Context: an optimization exercise on an open-source flow, tuned for small area, a short achievable clock period and few clock cycles. The choices shown serve that exercise and are no tape-out recipe. Only simulation tests tie the RTL to the original design; equivalence was not proved.

## delta
## mlp_layer_sequencer
module mlp_layer_sequencer #(
    parameter int N_IN  = 784,
    parameter int N_OUT = 10,
    parameter int DW    = 32,
    parameter int FRAC  = 24,
    parameter int ACCW  = 74,
    parameter int RELU  = 1,
    localparam int c_iw = (N_IN > 1) ? $clog2(N_IN) : 1,
    localparam int c_ww = (N_IN * N_OUT > 1) ? $clog2(N_IN * N_OUT) : 1,
    localparam int c_ow = (N_OUT > 1) ? $clog2(N_OUT) : 1
) (
    input  logic            clk,
    input  logic            rst_n,
    input  logic            start,
    output logic            busy,
    output logic            done,
    output logic            sat,
    output logic            rd_en,
    output logic [c_iw-1:0] in_addr,
    output logic [c_ww-1:0] w_addr,
    output logic [c_ow-1:0] b_addr,
    input  logic [DW-1:0]   in_data,
    input  logic [DW-1:0]   w_data,
    input  logic [DW-1:0]   b_data,
    output logic            out_we,
    output logic [c_ow-1:0] out_addr,
    output logic [DW-1:0]   out_data
);
Size: about 3700 cells after synthesis, about 170 I/O pins, roughly 39000 um^2 of cells after synthesis.
export LEC_CHECK = 0
export CAP_MARGIN = 20
export CORE_MARGIN = 2
export CORE_UTILIZATION = 60
export SLEW_MARGIN = 20
export SYNTH_HIERARCHICAL = 1
create_clock -name core_clock -period 11.0 [get_ports {clk}]
standard.sh (not shown) runs the stock make flow with config.mk's settings and CLKGATE_MAP_FILE= SYNTH_SCRIPT=/design/flow/synth_recipe.tcl, a recipe that flattens the netlist after the stock synthesis.
==> flow/flow/run.sh <==
#!/bin/bash
# Layout flow: the standard ORFS flow, except that ports are buffered with
# plain buffers and the resizer may not use the delay cells.
set -euo pipefail
DLY="sky130_fd_sc_hd__clkdlybuf4s15_1 sky130_fd_sc_hd__clkdlybuf4s15_2 \
sky130_fd_sc_hd__clkdlybuf4s18_1 sky130_fd_sc_hd__clkdlybuf4s18_2 \
sky130_fd_sc_hd__clkdlybuf4s25_1 sky130_fd_sc_hd__clkdlybuf4s25_2 \
sky130_fd_sc_hd__clkdlybuf4s50_1 sky130_fd_sc_hd__clkdlybuf4s50_2 \
sky130_fd_sc_hd__dlygate4sd1_1 sky130_fd_sc_hd__dlygate4sd2_1 sky130_fd_sc_hd__dlygate4sd3_1 \
sky130_fd_sc_hd__dlymetal6s2s_1 sky130_fd_sc_hd__dlymetal6s4s_1 sky130_fd_sc_hd__dlymetal6s6s_1"
export DONT_USE_CELLS="$DLY"
export BUFFER_PORTS_ARGS="-buffer_cell sky130_fd_sc_hd__buf_2"
# Timing repair aims 7.6 ns below the clock period (the period itself is unchanged).
# Clock tree synthesis as in ORFS's cts.tcl, without dummy balancing loads and
# with larger sink clusters.
CTS="-sink_clustering_enable -repair_clock_nets -dont_use_dummy_load -sink_clustering_size 30 -sink_clustering_max_diameter 100"
bash standard.sh finish SETUP_SLACK_MARGIN=7.6 "CTS_ARGS=$CTS" > flow_make.log 2>&1
Testbench counts of delta, summed over its fixed seeds: cycles 188,320.
> inputs changed (delta -> alpha)
--- a/flow/flow/run.sh
+++ b/flow/flow/run.sh
@@ -11,7 +11,6 @@
 export DONT_USE_CELLS="$DLY"
 export BUFFER_PORTS_ARGS="-buffer_cell sky130_fd_sc_hd__buf_2"
-# Timing repair aims 7.6 ns below the clock period (the period itself is unchanged).
-# Clock tree synthesis as in ORFS's cts.tcl, without dummy balancing loads and
-# with larger sink clusters.
-CTS="-sink_clustering_enable -repair_clock_nets -dont_use_dummy_load -sink_clustering_size 30 -sink_clustering_max_diameter 100"
-bash standard.sh finish SETUP_SLACK_MARGIN=7.6 "CTS_ARGS=$CTS" > flow_make.log 2>&1
+# Timing repair aims 7.5 ns below the clock period (the period itself is unchanged).
+# Clock tree synthesis as in ORFS's cts.tcl, without dummy balancing loads.
+CTS="-sink_clustering_enable -repair_clock_nets -dont_use_dummy_load"
+bash standard.sh finish SETUP_SLACK_MARGIN=7.5 "CTS_ARGS=$CTS" > flow_make.log 2>&1
Notes after the runs:
- Status: final clock skew parity (alpha, delta)
- Compared with delta, in alpha number of fill cells in the layout fell by 62, data-path buffer share of cell area in the final layout fell by 0.26 points, estimated wirelength of the detail-placed design stayed essentially flat.

== v6 ==
mlp_layer_sequencer, a different RTL version from the one above (not shown whole).
Size in the first run: roughly 4100 cells after synthesis, ~38000 um2 of cells after synthesis.
==> flow/config.mk <==
export PLATFORM = sky130hd
export DESIGN_NAME = mlp_layer_sequencer
export DESIGN_NICKNAME = mlp_layer_sequencer
export VERILOG_FILES = /design/flow/design.v
export SDC_FILE = /design/flow/constraint.sdc
export NUM_CORES = 4
export LEC_CHECK = 0
export CAP_MARGIN = 60
export CORE_MARGIN = 2
export CORE_UTILIZATION = 60
export SETUP_SLACK_MARGIN = 5
export SLEW_MARGIN = 20
export SYNTH_HIERARCHICAL = 1
==> flow/constraint.sdc <==
create_clock -name core_clock -period 11.0 [get_ports {clk}]
set_input_delay 2.2000 -clock core_clock [delete_from_list [all_inputs] [get_ports {clk}]]
set_output_delay 2.2000 -clock core_clock [all_outputs]
set_load 0.01 [all_outputs]
==> flow/flow/run.sh <==
#!/bin/bash
# Layout flow: the standard ORFS flow, except that ports are buffered with
# plain buffers and the resizer may not use the delay cells.
set -euo pipefail
DLY="sky130_fd_sc_hd__clkdlybuf4s15_1 sky130_fd_sc_hd__clkdlybuf4s15_2 \
sky130_fd_sc_hd__clkdlybuf4s18_1 sky130_fd_sc_hd__clkdlybuf4s18_2 \
sky130_fd_sc_hd__clkdlybuf4s25_1 sky130_fd_sc_hd__clkdlybuf4s25_2 \
sky130_fd_sc_hd__clkdlybuf4s50_1 sky130_fd_sc_hd__clkdlybuf4s50_2 \
sky130_fd_sc_hd__dlygate4sd1_1 sky130_fd_sc_hd__dlygate4sd2_1 sky130_fd_sc_hd__dlygate4sd3_1 \
sky130_fd_sc_hd__dlymetal6s2s_1 sky130_fd_sc_hd__dlymetal6s4s_1 sky130_fd_sc_hd__dlymetal6s6s_1"
export DONT_USE_CELLS="$DLY"
export BUFFER_PORTS_ARGS="-buffer_cell sky130_fd_sc_hd__buf_2"
bash standard.sh > flow_make.log 2>&1
Having completed the whole flow, v6 delivered a layout that passed the timing, DRC and antenna checks.
Testbench counts of v6, summed over its fixed seeds: cycles 188,272.
[inputs] v7 vs v6
==> flow/run.sh (new file) <==
#!/bin/bash
# synth_recipe.tcl (not shown) runs the flow's synth.tcl, then flattens the netlist and writes it again
# the make line also repeats each setting of config.mk as NAME=value (left out here)
make -C /OpenROAD-flow-scripts/flow DESIGN_CONFIG=/design/flow/config.mk WORK_HOME=/design/flow/orfs CLKGATE_MAP_FILE= SYNTH_SCRIPT=/design/flow/synth_recipe.tcl finish
removed: flow/flow/run.sh
removed: flow/standard.sh
## What came out
[v7] number of stages on the worst setup path rose 1 relative to v6. Routed wire length went up by a few percent going from v6 to v7. Status: sum of met2 wire segment lengths after detailed routing parity (v7, v6). v6 reports its top routing layer in use as met5 while v7 reports met4. There was hardly any difference in data arrival time of the critical path between v7 and v6. v7 reports its standard cell with the maximum stage delay on the critical path as sky130_fd_sc_hd__xor2_1 while v6 reports sky130_fd_sc_hd__fa_1.

mlp_layer_sequencer, a different RTL version from the one above (not shown whole).
For scale: ~540 flip-flops, about 170 I/O pins, about 0.039 mm^2 of cells after synthesis.
export LEC_CHECK = 0
export CAP_MARGIN = 20
export CORE_MARGIN = 2
export CORE_UTILIZATION = 60
export SLEW_MARGIN = 20
export SYNTH_HIERARCHICAL = 1
create_clock -name core_clock -period 11.0 [get_ports {clk}]
==> flow/flow/run.sh <==
#!/bin/bash
# Layout flow: the standard ORFS flow, except that ports are buffered with
# plain buffers and the resizer may not use the delay cells.
set -euo pipefail
DLY="sky130_fd_sc_hd__clkdlybuf4s15_1 sky130_fd_sc_hd__clkdlybuf4s15_2 \
sky130_fd_sc_hd__clkdlybuf4s18_1 sky130_fd_sc_hd__clkdlybuf4s18_2 \
sky130_fd_sc_hd__clkdlybuf4s25_1 sky130_fd_sc_hd__clkdlybuf4s25_2 \
sky130_fd_sc_hd__clkdlybuf4s50_1 sky130_fd_sc_hd__clkdlybuf4s50_2 \
sky130_fd_sc_hd__dlygate4sd1_1 sky130_fd_sc_hd__dlygate4sd2_1 sky130_fd_sc_hd__dlygate4sd3_1 \
sky130_fd_sc_hd__dlymetal6s2s_1 sky130_fd_sc_hd__dlymetal6s4s_1 sky130_fd_sc_hd__dlymetal6s6s_1"
export DONT_USE_CELLS="$DLY"
export BUFFER_PORTS_ARGS="-buffer_cell sky130_fd_sc_hd__buf_2"
# Timing repair aims 7.8 ns below the clock period (the period itself is unchanged).
# Clock tree synthesis as in ORFS's cts.tcl, without dummy balancing loads and
# with larger sink clusters.
CTS="-sink_clustering_enable -repair_clock_nets -dont_use_dummy_load -sink_clustering_size 25 -sink_clustering_max_diameter 80"
bash standard.sh finish SETUP_SLACK_MARGIN=7.8 "CTS_ARGS=$CTS" > flow_make.log 2>&1
Testbench counts at the start, summed over its fixed seeds: cycles 188,320.
Then changed:
--- a/flow/flow/run.sh
+++ b/flow/flow/run.sh
@@ -11,7 +11,7 @@
 export DONT_USE_CELLS="$DLY"
 export BUFFER_PORTS_ARGS="-buffer_cell sky130_fd_sc_hd__buf_2"
-# Timing repair aims 7.8 ns below the clock period (the period itself is unchanged).
+# Timing repair aims 7.6 ns below the clock period (the period itself is unchanged).
 # Clock tree synthesis as in ORFS's cts.tcl, without dummy balancing loads and
 # with larger sink clusters.
 CTS="-sink_clustering_enable -repair_clock_nets -dont_use_dummy_load -sink_clustering_size 25 -sink_clustering_max_diameter 80"
-bash standard.sh finish SETUP_SLACK_MARGIN=7.8 "CTS_ARGS=$CTS" > flow_make.log 2>&1
+bash standard.sh finish SETUP_SLACK_MARGIN=7.6 "CTS_ARGS=$CTS" > flow_make.log 2>&1
Result: Global-route usage decreases by 0.85 points. Register-to-register slack degrades by 0.15 ns.

## port drivers added, routing unchanged
Ports are ideal in the flow. The routed layouts listed here were re-timed in OpenROAD. Step 1: set_driving_cell puts a clkbuf_16 on clk and a buf_2 on each other input, an assumption about the parent block. Step 2 adds t to the input delays and takes it off the output delays; t is the mean of the earliest and latest rising clock arrival at the registers after step 1. Input paths then give back, and output paths get back, about the clock's delay inside the block. Slacks: ideal ports / drivers / drivers and shift; pairs: ideal ports / drivers.
run	shift t [ns]	slack for setup (ns)	worst hold slack (ns)
delta	0.663	7.584 / 7.575 / 7.584	0.436 / 0.436 / 0.436
alpha	0.662	7.557 / 7.503 / 7.557	0.387 / 0.387 / 0.387
v6	0.644	6.179 / 6.179 / 6.179	0.436 / 0.436 / 0.436
v7	0.650	6.178 / 6.178 / 6.178	0.441 / 0.441 / 0.441
the first run of note 3	0.677	7.648 / 7.583 / 7.773	0.427 / 0.427 / 0.427
the second run of note 3	0.675	7.618 / 7.567 / 7.618	0.403 / 0.403 / 0.403
After both steps every run listed still meets setup and hold.
